Source: an optimization exercise on an open RTL-to-GDS flow (aim: small area, a short achievable clock period and few clock cycles). Production flows keep margins and buffers that such runs may drop. RTL that was checked went through simulation tests only; none was proved equivalent to the original.

==> v24 <==
## qsim_top
module qsim_top #(
  parameter int MAX_QUBITS = 4,
  parameter int MAX_GATES  = 4,
  localparam int MAX_N = 2 ** MAX_QUBITS,
  localparam int IN_AW = $clog2(MAX_N + 1),
  localparam int GT_AW = $clog2(MAX_GATES * MAX_N * MAX_N),
  localparam int SP_AW = MAX_QUBITS + 1
) (
  input  logic                  clk,
  input  logic                  reset_n,
  input  logic                  dut_valid,
  output logic                  dut_ready,
  output logic [IN_AW-1:0]      q_state_input_sram_read_address,
  input  qsim_pkg::word_t       q_state_input_sram_read_data,
  output logic [GT_AW-1:0]      q_gates_sram_read_address,
  input  qsim_pkg::word_t       q_gates_sram_read_data,
  output logic [SP_AW-1:0]      scratchpad_sram_read_address,
  input  qsim_pkg::word_t       scratchpad_sram_read_data,
  output logic                  scratchpad_sram_write_enable,
  output logic [SP_AW-1:0]      scratchpad_sram_write_address,
  output qsim_pkg::word_t       scratchpad_sram_write_data,
  output logic                  q_state_output_sram_write_enable,
  output logic [MAX_QUBITS-1:0] q_state_output_sram_write_address,
  output qsim_pkg::word_t       q_state_output_sram_write_data
);
Settings: LEC_CHECK=0, CAP_MARGIN=20, CORE_MARGIN=2, CORE_UTILIZATION=60, SLEW_MARGIN=20; clock period 12.0 ns.
standard.sh (not shown) runs the stock make flow with config.mk's settings and CLKGATE_MAP_FILE= SYNTH_SCRIPT=/design/flow/synth_recipe.tcl, a recipe that flattens the netlist after the stock synthesis.
==> flow/flow/run.sh <==
#!/bin/bash
# Own layout flow: the standard ORFS flow (standard.sh) at the design's
# clock period and constraints, with these changes in how the layout is made:
#  * after the standard synthesis, flow/fa_polarity.py removes inverters
#    between full-adder cells (a full adder with all inputs and outputs
#    complemented is the same cell); registers are untouched;
#  * timing repair aims for SETUP_SLACK_MARGIN ns of setup slack, worst path
#    only (TNS_END_PERCENT 0), so the resizer works on the paths that set the
#    achieved period;
#  * port buffers are buf_4 instead of the default pick.
# Each step's full output goes to its own log file in this folder.
set -euo pipefail

export SETUP_SLACK_MARGIN=${SETUP_SLACK_MARGIN:-8.5}
export TNS_END_PERCENT=0
export BUFFER_PORTS_ARGS="-buffer_cell sky130_fd_sc_hd__buf_4"

RES=$(pwd)/orfs/results/$FLOW_PLATFORM/qsim_top/base

bash standard.sh "$RES/1_2_yosys.v" > log_synth.txt 2>&1
cp "$RES/1_2_yosys.v" 1_2_yosys_standard.v
python3 flow/fa_polarity.py 1_2_yosys_standard.v "$RES/1_2_yosys.v" > log_fa_polarity.txt 2>&1
bash standard.sh synth > log_synth_odb.txt 2>&1
bash standard.sh floorplan > log_floorplan.txt 2>&1
bash standard.sh place > log_place.txt 2>&1
bash standard.sh cts > log_cts.txt 2>&1
bash standard.sh route > log_route.txt 2>&1
bash standard.sh finish > log_finish.txt 2>&1
test -s out/final.def
Other scripts of this flow, unchanged in this note and not shown: flow/flow/fa_polarity.py
==> v35: changes against v24 <==
==> flow/flow/run.sh (replaced) <==
#!/bin/bash
# Own layout flow: the standard ORFS flow (standard.sh) at the design's
# clock period and constraints, with two changes in how the layout is made:
#  * timing repair aims for SETUP_SLACK_MARGIN ns of setup slack on the worst
#    path only (TNS_END_PERCENT 0), so the resizer works on the paths that set
#    the achieved period;
#  * port buffers are buf_4 instead of the default pick.
# The synthesis is the standard one, unchanged. Each step's full output
# goes to its own log file in this folder.
set -euo pipefail

export SETUP_SLACK_MARGIN=${SETUP_SLACK_MARGIN:-8.5}
export TNS_END_PERCENT=0
export BUFFER_PORTS_ARGS="-buffer_cell sky130_fd_sc_hd__buf_4"

bash standard.sh synth > log_synth.txt 2>&1
bash standard.sh floorplan > log_floorplan.txt 2>&1
bash standard.sh place > log_place.txt 2>&1
bash standard.sh cts > log_cts.txt 2>&1
bash standard.sh route > log_route.txt 2>&1
bash standard.sh finish > log_finish.txt 2>&1
test -s out/final.def
--- a/flow/config.mk
+++ b/flow/config.mk
@@ -9,3 +9,3 @@
 export CORE_MARGIN = 2
-export CORE_UTILIZATION = 60
+export CORE_UTILIZATION = 40
 export SLEW_MARGIN = 20
==> run summary <==
- Of v35 and v24, v35 has the higher final cell count (gap 15%, measured against v24).
- Of v35 and v24, v24 has the higher via count (gap about 0.3%, measured against v24).
- In sequential cell count, v35 and v24 do not differ.
- Of v24 and v35, v24 has the higher non-clock buffer count (gap 23).
- In v24 the clock-buffer cell count is higher than in v35, by 3.
- Between v35 and v24, the lower routed wire length is in v24 (gap about 2.7%, measured against v24).
==> figures <==
item                                                                       v35               v24
Post-layout instance count excluding filler cells                         5386              4702
Die area                                                          103800 sq um       68300 sq um
Rel. slew slack                                                         28.00%            29.48%
Clock buffer count from CTS                                                 60                57
Delay of the slowest cell on the worst path                            0.47 ns           0.55 ns
Run status                                            timing/DRC/antenna clean  timing/DRC/antenna clean
Number of cell instances on the worst register-to-register path              6                 9
Starting Density                                                        40.38%            60.54%
Max Fclk                                                             268.7 MHz         269.2 MHz
Critical path startpoint                                         ctrl_i.col[0]  ctrl_i.dut_ready
Testbench counts of v24, summed over its fixed seeds: cycles 68,716.
Testbench counts of v35, summed over its fixed seeds: cycles 68,716.

---

==> v10: inputs <==
qsim_top, a different RTL version from the one above (not shown whole).
==> flow/config.mk <==
export PLATFORM = sky130hd
export DESIGN_NAME = qsim_top
export DESIGN_NICKNAME = qsim_top
export VERILOG_FILES = /design/flow/design.v
export SDC_FILE = /design/flow/constraint.sdc
export NUM_CORES = 4
export LEC_CHECK = 0
export CAP_MARGIN = 20
export CORE_MARGIN = 2
export CORE_UTILIZATION = 60
export SLEW_MARGIN = 20
==> flow/constraint.sdc <==
create_clock -name core_clock -period 12.0 [get_ports {clk}]
set_input_delay 2.4000 -clock core_clock [delete_from_list [all_inputs] [get_ports {clk}]]
set_output_delay 2.4000 -clock core_clock [all_outputs]
set_load 0.01 [all_outputs]
==> flow/flow/run.sh <==
#!/bin/bash
# Own layout flow: the standard ORFS flow (standard.sh) at the design's
# clock period and constraints, with these changes in how the layout is made:
#  * after the standard synthesis, flow/fa_polarity.py removes inverters
#    between full-adder cells (a full adder with all inputs and outputs
#    complemented is the same cell); registers are untouched;
#  * timing repair aims for SETUP_SLACK_MARGIN ns of setup slack, worst path
#    only (TNS_END_PERCENT 0), so the resizer works on the paths that set the
#    achieved period;
#  * port buffers are buf_2 instead of the default pick;
#  * clock tree synthesis adds no dummy loads.
# Each step's full output goes to its own log file in this folder.
set -euo pipefail

export SETUP_SLACK_MARGIN=${SETUP_SLACK_MARGIN:-8.5}
export TNS_END_PERCENT=100
export BUFFER_PORTS_ARGS="-buffer_cell sky130_fd_sc_hd__buf_2"
export CTS_ARGS="-sink_clustering_enable -repair_clock_nets -dont_use_dummy_load"

RES=$(pwd)/orfs/results/$FLOW_PLATFORM/qsim_top/base

bash standard.sh "$RES/1_2_yosys.v" > log_synth.txt 2>&1
cp "$RES/1_2_yosys.v" 1_2_yosys_standard.v
python3 flow/fa_polarity.py 1_2_yosys_standard.v "$RES/1_2_yosys.v" > log_fa_polarity.txt 2>&1
bash standard.sh synth > log_synth_odb.txt 2>&1
bash standard.sh floorplan > log_floorplan.txt 2>&1
bash standard.sh place > log_place.txt 2>&1
bash standard.sh cts > log_cts.txt 2>&1
bash standard.sh route > log_route.txt 2>&1
bash standard.sh finish > log_finish.txt 2>&1
test -s out/final.def
Other scripts of this flow, unchanged in this note and not shown: flow/flow/fa_polarity.py
==> inputs of v37, as changes to v10 <==
--- a/flow/design.v
+++ b/flow/design.v
@@ -32,14 +32,10 @@
   output logic [3:0]            acc_first,
   output logic                  row_done,
   input  logic                  job_done
 );
   logic                  busy;
-  logic                  job_active;
-  logic                  job_active_nx;
-  logic [GT_AW-1:0]      gate_addr_n;
-  logic [GT_AW-1:0]      gate_addr_nx;
   logic                  hdr;
   logic [2:0]            q_reg;
   logic [MAX_QUBITS-1:0] col;
   logic [MAX_QUBITS-1:0] row;
   logic [2:0]            gate;
@@ -55,71 +51,81 @@
   logic [1:0]            f_p;
   logic [1:0]            f_n;
   logic [3:0]            f_o;
   logic [3:0]            last_d;
   assign n_m1 = ~({MAX_QUBITS{1'b1}} << q_reg);
-  assign start     = !job_active && dut_valid && reset_n;
-  assign job_active_nx = (job_active || start) && !job_done;
+  assign start     = dut_ready && dut_valid;
   assign issue     = busy && (stall == '0);
   assign row_end   = (col == n_m1) && !hdr;
   assign gate_end  = row_end && (row == n_m1);
   assign last_gate = (gate == m_reg - 1'b1);
   assign first_t   = issue && (col == '0);
   assign col_nx  = row_end ? '0 : col + 1'b1;
-  always_comb
-  begin
-    gate_addr_nx = ~gate_addr_n;
-    if (start)
-      gate_addr_nx = '0;
-    else if (issue)
-      gate_addr_nx = (gate_end && last_gate) ? '0 : ~gate_addr_n + 1'b1;
-    else if (!busy)
-      gate_addr_nx = '0;
-  end
   assign gate_nx = gate_end ? gate + 1'b1 : gate;
   always_ff @(posedge clk or negedge reset_n)
   begin
     if (!reset_n)
     begin
-      job_active                      <= 1'b0;
+      dut_ready                       <= 1'b1;
       busy                            <= 1'b0;
       hdr                             <= 1'b0;
       q_reg                           <= '0;
       m_reg                           <= '0;
       col                             <= '0;
       row                             <= '0;
       gate                            <= '0;
       stall                           <= '0;
+      q_state_input_sram_read_address <= '0;
+      q_gates_sram_read_address       <= '0;
+      scratchpad_sram_read_address    <= '0;
+      use_in                          <= 1'b0;
+      use_in_n                        <= 1'b1;
+      f_p                             <= '0;
+      f_n                             <= '1;
+      f_o                             <= 4'b1010;
       last_d                          <= '0;
     end
     else
     begin
+      f_p    <= {f_p[0], first_t};
+      f_n    <= {f_n[0], ~first_t};
+      f_o    <= {~f_p[1], f_p[1], f_n[1], ~f_n[1]};
       last_d <= {last_d[2:0], issue && row_end};
-      job_active <= job_active_nx;
+      use_in   <= (gate == '0);
+      use_in_n <= (gate != '0);
+      if (job_done)
+        dut_ready <= 1'b1;
       if (hdr)
       begin
         q_reg <= q_state_input_sram_read_data[qsim_pkg::WORD_W/2 +: 3];
         m_reg <= q_state_input_sram_read_data[0 +: 3];
       end
       if (start)
       begin
-        busy <= 1'b1;
-        hdr  <= 1'b1;
+        dut_ready                          <= 1'b0;
+        busy                               <= 1'b1;
+        hdr                                <= 1'b1;
+        q_state_input_sram_read_address[0] <= 1'b1;
       end
       else if (issue)
       begin
         hdr <= 1'b0;
         col <= col_nx;
         if (row_end)
           row <= gate_end ? '0 : row + 1'b1;
         gate <= gate_nx;
+        q_gates_sram_read_address       <= q_gates_sram_read_address + 1'b1;
+        q_state_input_sram_read_address <= IN_AW'(col_nx) + IN_AW'(1);
+        scratchpad_sram_read_address    <= {~gate_nx[0], col_nx};
         if (gate_end)
         begin
           if (last_gate)
           begin
-            busy <= 1'b0;
-            gate <= '0;
+            busy                            <= 1'b0;
+            gate                            <= '0;
+            q_state_input_sram_read_address <= '0;
+            q_gates_sram_read_address       <= '0;
           end
           else
           begin
             stall <= (n_m1 == 4'd1) ? 3'd4 : (n_m1 == 4'd3) ? 3'd2 : 3'd0;
           end
@@ -129,39 +135,10 @@
       begin
         stall <= stall - 1'b1;
       end
     end
   end
-  always_ff @(posedge clk)
-  begin
-    f_p <= {f_p[0], first_t};
-    f_n <= {f_n[0], ~first_t};
-    f_o <= {~f_p[1], f_p[1], f_n[1], ~f_n[1]};
-    use_in   <= (gate == '0);
-    use_in_n <= (gate != '0);
-  end
-  always_ff @(posedge clk)
-  begin
-    dut_ready <= !job_active_nx;
-    gate_addr_n               <= ~gate_addr_nx;
-    q_gates_sram_read_address <= gate_addr_nx;
-    if (start)
-    begin
-      q_state_input_sram_read_address <= IN_AW'(1);
-    end
-    else if (issue)
-    begin
-      q_state_input_sram_read_address <= IN_AW'(col_nx) + IN_AW'(1);
-      scratchpad_sram_read_address    <= {~gate_nx[0], col_nx};
-      if (gate_end && last_gate)
-        q_state_input_sram_read_address <= '0;
-    end
-    else if (!busy)
-    begin
-      q_state_input_sram_read_address <= '0;
-    end
-  end
   assign acc_first = {~f_o[3], f_o[2], ~f_o[1], f_o[0]};
   assign row_done  = last_d[3];
 endmodule
 `timescale 1ns/1ps
 module real_mac (
@@ -4101,13 +4078,17 @@
     if (!reset_n)
     begin
       wr_row                           <= '0;
       wr_gate                          <= '0;
       job_done                         <= 1'b0;
+      scratchpad_sram_write_enable     <= 1'b0;
+      q_state_output_sram_write_enable <= 1'b0;
     end
     else
     begin
+      scratchpad_sram_write_enable     <= row_done && !wr_last_gate;
+      q_state_output_sram_write_enable <= row_done && wr_last_gate;
       job_done                         <= row_done && wr_last_gate && wr_row_end;
       if (row_done)
       begin
         wr_row <= wr_row_end ? '0 : wr_row + 1'b1;
         if (wr_row_end)
@@ -4115,12 +4096,10 @@
       end
     end
   end
   always_ff @(posedge clk)
   begin
-    scratchpad_sram_write_enable     <= row_done && !wr_last_gate;
-    q_state_output_sram_write_enable <= row_done && wr_last_gate;
     addr_q <= {wr_gate[0], wr_row};
     word_q <= {saturate(real_sum), saturate(imag_sum)};
   end
   assign scratchpad_sram_write_address     = addr_q;
   assign scratchpad_sram_write_data        = word_q;
--- a/flow/flow/run.sh
+++ b/flow/flow/run.sh
@@ -11,13 +11,13 @@
 #  * clock tree synthesis adds no dummy loads.
 # Each step's full output goes to its own log file in this folder.
 set -euo pipefail
 
 export SETUP_SLACK_MARGIN=${SETUP_SLACK_MARGIN:-8.5}
-export TNS_END_PERCENT=100
+export TNS_END_PERCENT=0
 export BUFFER_PORTS_ARGS="-buffer_cell sky130_fd_sc_hd__buf_2"
-export CTS_ARGS="-sink_clustering_enable -repair_clock_nets -dont_use_dummy_load"
+export CTS_ARGS="-sink_clustering_enable -repair_clock_nets -dont_use_dummy_load -sink_clustering_size 24 -sink_clustering_max_diameter 80"
 
 RES=$(pwd)/orfs/results/$FLOW_PLATFORM/qsim_top/base
 
 bash standard.sh "$RES/1_2_yosys.v" > log_synth.txt 2>&1
 cp "$RES/1_2_yosys.v" 1_2_yosys_standard.v
==> inputs of v6, as changes to v10 <==
--- a/flow/design.v
+++ b/flow/design.v
@@ -32,14 +32,10 @@
   output logic [3:0]            acc_first,
   output logic                  row_done,
   input  logic                  job_done
 );
   logic                  busy;
-  logic                  job_active;
-  logic                  job_active_nx;
-  logic [GT_AW-1:0]      gate_addr_n;
-  logic [GT_AW-1:0]      gate_addr_nx;
   logic                  hdr;
   logic [2:0]            q_reg;
   logic [MAX_QUBITS-1:0] col;
   logic [MAX_QUBITS-1:0] row;
   logic [2:0]            gate;
@@ -55,71 +51,81 @@
   logic [1:0]            f_p;
   logic [1:0]            f_n;
   logic [3:0]            f_o;
   logic [3:0]            last_d;
   assign n_m1 = ~({MAX_QUBITS{1'b1}} << q_reg);
-  assign start     = !job_active && dut_valid && reset_n;
-  assign job_active_nx = (job_active || start) && !job_done;
+  assign start     = dut_ready && dut_valid;
   assign issue     = busy && (stall == '0);
   assign row_end   = (col == n_m1) && !hdr;
   assign gate_end  = row_end && (row == n_m1);
   assign last_gate = (gate == m_reg - 1'b1);
   assign first_t   = issue && (col == '0);
   assign col_nx  = row_end ? '0 : col + 1'b1;
-  always_comb
-  begin
-    gate_addr_nx = ~gate_addr_n;
-    if (start)
-      gate_addr_nx = '0;
-    else if (issue)
-      gate_addr_nx = (gate_end && last_gate) ? '0 : ~gate_addr_n + 1'b1;
-    else if (!busy)
-      gate_addr_nx = '0;
-  end
   assign gate_nx = gate_end ? gate + 1'b1 : gate;
   always_ff @(posedge clk or negedge reset_n)
   begin
     if (!reset_n)
     begin
-      job_active                      <= 1'b0;
+      dut_ready                       <= 1'b1;
       busy                            <= 1'b0;
       hdr                             <= 1'b0;
       q_reg                           <= '0;
       m_reg                           <= '0;
       col                             <= '0;
       row                             <= '0;
       gate                            <= '0;
       stall                           <= '0;
+      q_state_input_sram_read_address <= '0;
+      q_gates_sram_read_address       <= '0;
+      scratchpad_sram_read_address    <= '0;
+      use_in                          <= 1'b0;
+      use_in_n                        <= 1'b1;
+      f_p                             <= '0;
+      f_n                             <= '1;
+      f_o                             <= 4'b1010;
       last_d                          <= '0;
     end
     else
     begin
+      f_p    <= {f_p[0], first_t};
+      f_n    <= {f_n[0], ~first_t};
+      f_o    <= {~f_p[1], f_p[1], f_n[1], ~f_n[1]};
       last_d <= {last_d[2:0], issue && row_end};
-      job_active <= job_active_nx;
+      use_in   <= (gate == '0);
+      use_in_n <= (gate != '0);
+      if (job_done)
+        dut_ready <= 1'b1;
       if (hdr)
       begin
         q_reg <= q_state_input_sram_read_data[qsim_pkg::WORD_W/2 +: 3];
         m_reg <= q_state_input_sram_read_data[0 +: 3];
       end
       if (start)
       begin
-        busy <= 1'b1;
-        hdr  <= 1'b1;
+        dut_ready                          <= 1'b0;
+        busy                               <= 1'b1;
+        hdr                                <= 1'b1;
+        q_state_input_sram_read_address[0] <= 1'b1;
       end
       else if (issue)
       begin
         hdr <= 1'b0;
         col <= col_nx;
         if (row_end)
           row <= gate_end ? '0 : row + 1'b1;
         gate <= gate_nx;
+        q_gates_sram_read_address       <= q_gates_sram_read_address + 1'b1;
+        q_state_input_sram_read_address <= IN_AW'(col_nx) + IN_AW'(1);
+        scratchpad_sram_read_address    <= {~gate_nx[0], col_nx};
         if (gate_end)
         begin
           if (last_gate)
           begin
-            busy <= 1'b0;
-            gate <= '0;
+            busy                            <= 1'b0;
+            gate                            <= '0;
+            q_state_input_sram_read_address <= '0;
+            q_gates_sram_read_address       <= '0;
           end
           else
           begin
             stall <= (n_m1 == 4'd1) ? 3'd4 : (n_m1 == 4'd3) ? 3'd2 : 3'd0;
           end
@@ -129,39 +135,10 @@
       begin
         stall <= stall - 1'b1;
       end
     end
   end
-  always_ff @(posedge clk)
-  begin
-    f_p <= {f_p[0], first_t};
-    f_n <= {f_n[0], ~first_t};
-    f_o <= {~f_p[1], f_p[1], f_n[1], ~f_n[1]};
-    use_in   <= (gate == '0);
-    use_in_n <= (gate != '0);
-  end
-  always_ff @(posedge clk)
-  begin
-    dut_ready <= !job_active_nx;
-    gate_addr_n               <= ~gate_addr_nx;
-    q_gates_sram_read_address <= gate_addr_nx;
-    if (start)
-    begin
-      q_state_input_sram_read_address <= IN_AW'(1);
-    end
-    else if (issue)
-    begin
-      q_state_input_sram_read_address <= IN_AW'(col_nx) + IN_AW'(1);
-      scratchpad_sram_read_address    <= {~gate_nx[0], col_nx};
-      if (gate_end && last_gate)
-        q_state_input_sram_read_address <= '0;
-    end
-    else if (!busy)
-    begin
-      q_state_input_sram_read_address <= '0;
-    end
-  end
   assign acc_first = {~f_o[3], f_o[2], ~f_o[1], f_o[0]};
   assign row_done  = last_d[3];
 endmodule
 `timescale 1ns/1ps
 module real_mac (
@@ -2100,32 +2077,24 @@
   end
 endmodule
 `timescale 1ns/1ps
 module imag_mac (
   input  logic clk,
-  input  logic [7:0] ga_one_n,
-  input  logic [7:0] ga_two_n,
-  input  logic [7:0] ga_neg_n,
-  input  logic [15:0] xa_n,
-  input  logic [7:0] gb_one_n,
-  input  logic [7:0] gb_two_n,
-  input  logic [7:0] gb_neg_n,
-  input  logic [15:0] xb_n,
+  input  logic [7:0] ga_one,
+  input  logic [7:0] ga_two,
+  input  logic [7:0] ga_neg,
+  input  logic [15:0] xa,
+  input  logic [7:0] gb_one,
+  input  logic [7:0] gb_two,
+  input  logic [7:0] gb_neg,
+  input  logic [15:0] xb,
   input  logic first_lo,
   input  logic first_hi,
   output logic [18:0] acc_hi,
   output logic [17:0] acc_lo,
   output logic cy
 );
-  logic [7:0] ga_one;
-  logic [7:0] ga_two;
-  logic [7:0] ga_neg;
-  logic [15:0] xa;
-  logic [7:0] gb_one;
-  logic [7:0] gb_two;
-  logic [7:0] gb_neg;
-  logic [15:0] xb;
   logic pp1;
   logic pp2;
   logic pp3;
   logic pp4;
   logic pp5;
@@ -3078,18 +3047,10 @@
   logic [36:0] acc_in;
   logic [36:0] sum_a;
   logic [36:0] sum_b;
   logic [18:0] lo;
   logic [18:0] hi;
-  assign ga_one = ~ga_one_n;
-  assign ga_two = ~ga_two_n;
-  assign ga_neg = ~ga_neg_n;
-  assign xa = ~xa_n;
-  assign gb_one = ~gb_one_n;
-  assign gb_two = ~gb_two_n;
-  assign gb_neg = ~gb_neg_n;
-  assign xb = ~xb_n;
   assign acc_in = {first_hi ? 19'd0 : acc_hi, first_lo ? 18'd0 : acc_lo};
   assign pp1 = (ga_one[0] & xa[0]) ^ ga_neg[0];
   assign pp2 = ((ga_one[0] & xa[1]) | (ga_two[0] & xa[0])) ^ ga_neg[0];
   assign pp3 = ((ga_one[0] & xa[2]) | (ga_two[0] & xa[1])) ^ ga_neg[0];
   assign pp4 = ((ga_one[0] & xa[3]) | (ga_two[0] & xa[2])) ^ ga_neg[0];
@@ -4101,13 +4062,17 @@
     if (!reset_n)
     begin
       wr_row                           <= '0;
       wr_gate                          <= '0;
       job_done                         <= 1'b0;
+      scratchpad_sram_write_enable     <= 1'b0;
+      q_state_output_sram_write_enable <= 1'b0;
     end
     else
     begin
+      scratchpad_sram_write_enable     <= row_done && !wr_last_gate;
+      q_state_output_sram_write_enable <= row_done && wr_last_gate;
       job_done                         <= row_done && wr_last_gate && wr_row_end;
       if (row_done)
       begin
         wr_row <= wr_row_end ? '0 : wr_row + 1'b1;
         if (wr_row_end)
@@ -4115,12 +4080,10 @@
       end
     end
   end
   always_ff @(posedge clk)
   begin
-    scratchpad_sram_write_enable     <= row_done && !wr_last_gate;
-    q_state_output_sram_write_enable <= row_done && wr_last_gate;
     addr_q <= {wr_gate[0], wr_row};
     word_q <= {saturate(real_sum), saturate(imag_sum)};
   end
   assign scratchpad_sram_write_address     = addr_q;
   assign scratchpad_sram_write_data        = word_q;
@@ -4157,22 +4120,18 @@
   localparam int AW = qsim_pkg::ACC_W;
   localparam int K  = 18;
   logic [MAX_QUBITS-1:0] n_m1;
   logic [2:0]            m_reg;
   logic                  use_in;
-  logic                  use_in_n;
   logic [3:0]            acc_first;
   logic                  row_done;
   logic                  job_done;
   logic [ND-1:0] gr_one, gr_two, gr_neg;
   logic [ND-1:0] gi_one, gi_two, gi_neg;
   logic [ND-1:0] gr_one_a, gr_two_a, gr_neg_a;
   logic [ND-1:0] gi_one_a, gi_two_a, gi_neg_a;
-  logic [ND-1:0] gr_one_b, gr_two_b, gr_neg_b;
-  logic [ND-1:0] gi_one_b, gi_two_b, gi_neg_b;
   qsim_pkg::word_t state_a;
-  qsim_pkg::word_t state_b;
   logic [AW-K-1:0] real_hi, imag_hi;
   logic [K-1:0]    real_lo, imag_lo;
   logic            real_cy, imag_cy;
   qsim_ctrl #(
     .MAX_QUBITS (MAX_QUBITS),
@@ -4187,11 +4146,11 @@
     .q_gates_sram_read_address       (q_gates_sram_read_address),
     .scratchpad_sram_read_address    (scratchpad_sram_read_address),
     .n_m1                            (n_m1),
     .m_reg                           (m_reg),
     .use_in                          (use_in),
-    .use_in_n                        (use_in_n),
+    .use_in_n                        (),
     .acc_first                       (acc_first),
     .row_done                        (row_done),
     .job_done                        (job_done)
   );
   function automatic logic [3*ND-1:0] booth(input logic [15:0] y);
@@ -4215,17 +4174,10 @@
     gr_neg_a <= gr_neg;
     gi_one_a <= gi_one;
     gi_two_a <= gi_two;
     gi_neg_a <= gi_neg;
     state_a  <= use_in ? q_state_input_sram_read_data : scratchpad_sram_read_data;
-    gr_one_b <= ~gr_one;
-    gr_two_b <= ~gr_two;
-    gr_neg_b <= ~gr_neg;
-    gi_one_b <= ~gi_one;
-    gi_two_b <= ~gi_two;
-    gi_neg_b <= ~gi_neg;
-    state_b  <= use_in_n ? ~scratchpad_sram_read_data : ~q_state_input_sram_read_data;
   end
   real_mac real_mac_i (
     .clk      (clk),
     .ga_one   (gr_one_a),
     .ga_two   (gr_two_a),
@@ -4241,18 +4193,18 @@
     .acc_lo   (real_lo),
     .cy       (real_cy)
   );
   imag_mac imag_mac_i (
     .clk      (clk),
-    .ga_one_n (gr_one_b),
-    .ga_two_n (gr_two_b),
-    .ga_neg_n (gr_neg_b),
-    .xa_n     (state_b[15:0]),
-    .gb_one_n (gi_one_b),
-    .gb_two_n (gi_two_b),
-    .gb_neg_n (gi_neg_b),
-    .xb_n     (state_b[31:16]),
+    .ga_one   (gr_one_a),
+    .ga_two   (gr_two_a),
+    .ga_neg   (gr_neg_a),
+    .xa       (state_a[15:0]),
+    .gb_one   (gi_one_a),
+    .gb_two   (gi_two_a),
+    .gb_neg   (gi_neg_a),
+    .xb       (state_a[31:16]),
     .first_lo (acc_first[2]),
     .first_hi (acc_first[3]),
     .acc_hi   (imag_hi),
     .acc_lo   (imag_lo),
     .cy       (imag_cy)
--- a/flow/flow/run.sh
+++ b/flow/flow/run.sh
@@ -5,19 +5,17 @@
 #    between full-adder cells (a full adder with all inputs and outputs
 #    complemented is the same cell); registers are untouched;
 #  * timing repair aims for SETUP_SLACK_MARGIN ns of setup slack, worst path
 #    only (TNS_END_PERCENT 0), so the resizer works on the paths that set the
 #    achieved period;
-#  * port buffers are buf_2 instead of the default pick;
-#  * clock tree synthesis adds no dummy loads.
+#  * port buffers are buf_2 instead of the default pick.
 # Each step's full output goes to its own log file in this folder.
 set -euo pipefail
 
 export SETUP_SLACK_MARGIN=${SETUP_SLACK_MARGIN:-8.5}
-export TNS_END_PERCENT=100
+export TNS_END_PERCENT=0
 export BUFFER_PORTS_ARGS="-buffer_cell sky130_fd_sc_hd__buf_2"
-export CTS_ARGS="-sink_clustering_enable -repair_clock_nets -dont_use_dummy_load"
 
 RES=$(pwd)/orfs/results/$FLOW_PLATFORM/qsim_top/base
 
 bash standard.sh "$RES/1_2_yosys.v" > log_synth.txt 2>&1
 cp "$RES/1_2_yosys.v" 1_2_yosys_standard.v
==> inputs of v1, as changes to v10 <==
--- a/flow/flow/run.sh
+++ b/flow/flow/run.sh
@@ -11,11 +11,11 @@
 #  * clock tree synthesis adds no dummy loads.
 # Each step's full output goes to its own log file in this folder.
 set -euo pipefail
 
 export SETUP_SLACK_MARGIN=${SETUP_SLACK_MARGIN:-8.5}
-export TNS_END_PERCENT=100
+export TNS_END_PERCENT=0
 export BUFFER_PORTS_ARGS="-buffer_cell sky130_fd_sc_hd__buf_2"
 export CTS_ARGS="-sink_clustering_enable -repair_clock_nets -dont_use_dummy_load"
 
 RES=$(pwd)/orfs/results/$FLOW_PLATFORM/qsim_top/base
 
==> comparison table <==
Growth of design area from synthesis to finish: v37 6.67%; v10 14.2%; v1 7.31%; v6 17.3%
Chip height: v37 260 um; v10 261 um; v1 261 um; v6 253 um
Die span in x: v37 260 um; v10 261 um; v1 261 um; v6 253 um
Result of the run: v37 complete, no violations; v10 complete, no violations; v1 complete, no violations; v6 complete, no violations
Mean number of vias per cell: v37 6.29; v10 6.26; v1 6.22; v6 6.59
Total number of clock tree sinks: v37 522; v10 537; v1 537; v6 441
Final GP Congestion: v37 0.983; v10 0.952; v1 0.955; v6 0.904
Count of clock-net buffers in the final layout: v37 34; v10 57; v1 58; v6 64
Number of cells traversed by the worst register-to-register path: v37 6; v10 8; v1 6; v6 9
Register share of the cell area: v37 26.5%; v10 25.2%; v1 26.6%; v6 21.4%
Stages on worst setup path: v37 6; v10 8; v1 6; v6 9
Number of antenna repair diodes: v37 7; v10 7; v1 6; v6 4
Post-Layout Cell Count: v37 4,526; v10 4,744; v1 4,559; v6 4,525
Number of nets in the finished design: v37 4,416; v10 4,625; v1 4,441; v6 4,393
Stage delay of the slowest cell on the critical path: v37 0.73 ns; v10 0.60 ns; v1 0.94 ns; v6 0.57 ns
Avg WL per Cell: v37 25.4 um; v10 25.0 um; v1 24.0 um; v6 28.7 um
R2R setup slack: v37 8.31 ns; v10 8.32 ns; v1 8.32 ns; v6 8.30 ns
Worst R2R End: v37 imag_mac_i.cut768; v10 real_mac_i.cut765; v1 real_mac_i.cut759; v6 imag_mac_i.cut771
Clock buffer and inverter area fraction after layout: v37 2.03%; v10 3.15%; v1 3.41%; v6 3.82%
Syn Nets: v37 4,473; v10 4,506; v1 4,506; v6 4,265
Relative max-transition margin: v37 30.9%; v10 31.5%; v1 23.1%; v6 33.2%
Final wirelength: v37 115 mm; v10 119 mm; v1 110 mm; v6 130 mm
Testbench counts of v37, summed over its fixed seeds: cycles 68,716.
Only the layout flow was run in v10, v6 and v1; the RTL was not checked for function there.

[separate check: timing with driven ports]
In the flow no input, the clock included, has a driving cell. The finished layouts below were timed again as built, in two steps.
Step 1: set_driving_cell puts a clkbuf_16 on clk and a buf_2 on each other input, an assumption about the parent block.
Step 2 times the ports against the registers' clock, not the clock port: input delays grow and output delays shrink by t, the midpoint of the rising clock arrivals with the driver on.
Slacks: ideal ports / drivers / drivers and shift; pairs: ideal ports / drivers.
| run | t, ns | setup slack, ns | cell pins on the clock port's net |
|---|---|---|---|
| v24 | 0.700 | 8.286 / 8.218 / 7.988 | 1 |
| v35 | 0.738 | 8.278 / 8.210 / 7.997 | 1 |
| v10 | 0.696 | 8.322 / 8.322 / 7.913 | 1 |
| v37 | 0.623 | 8.307 / 8.294 / 8.068 | 1 |
| v6 | 0.688 | 8.303 / 8.261 / 7.999 | 1 |
| v1 | 0.669 | 8.319 / 8.319 / 7.818 | 1 |
After both steps setup and hold are still met in every run listed. The setup slack of v1, which loses most, moves by 0.000 ns with the drivers and by -0.501 ns with both steps.
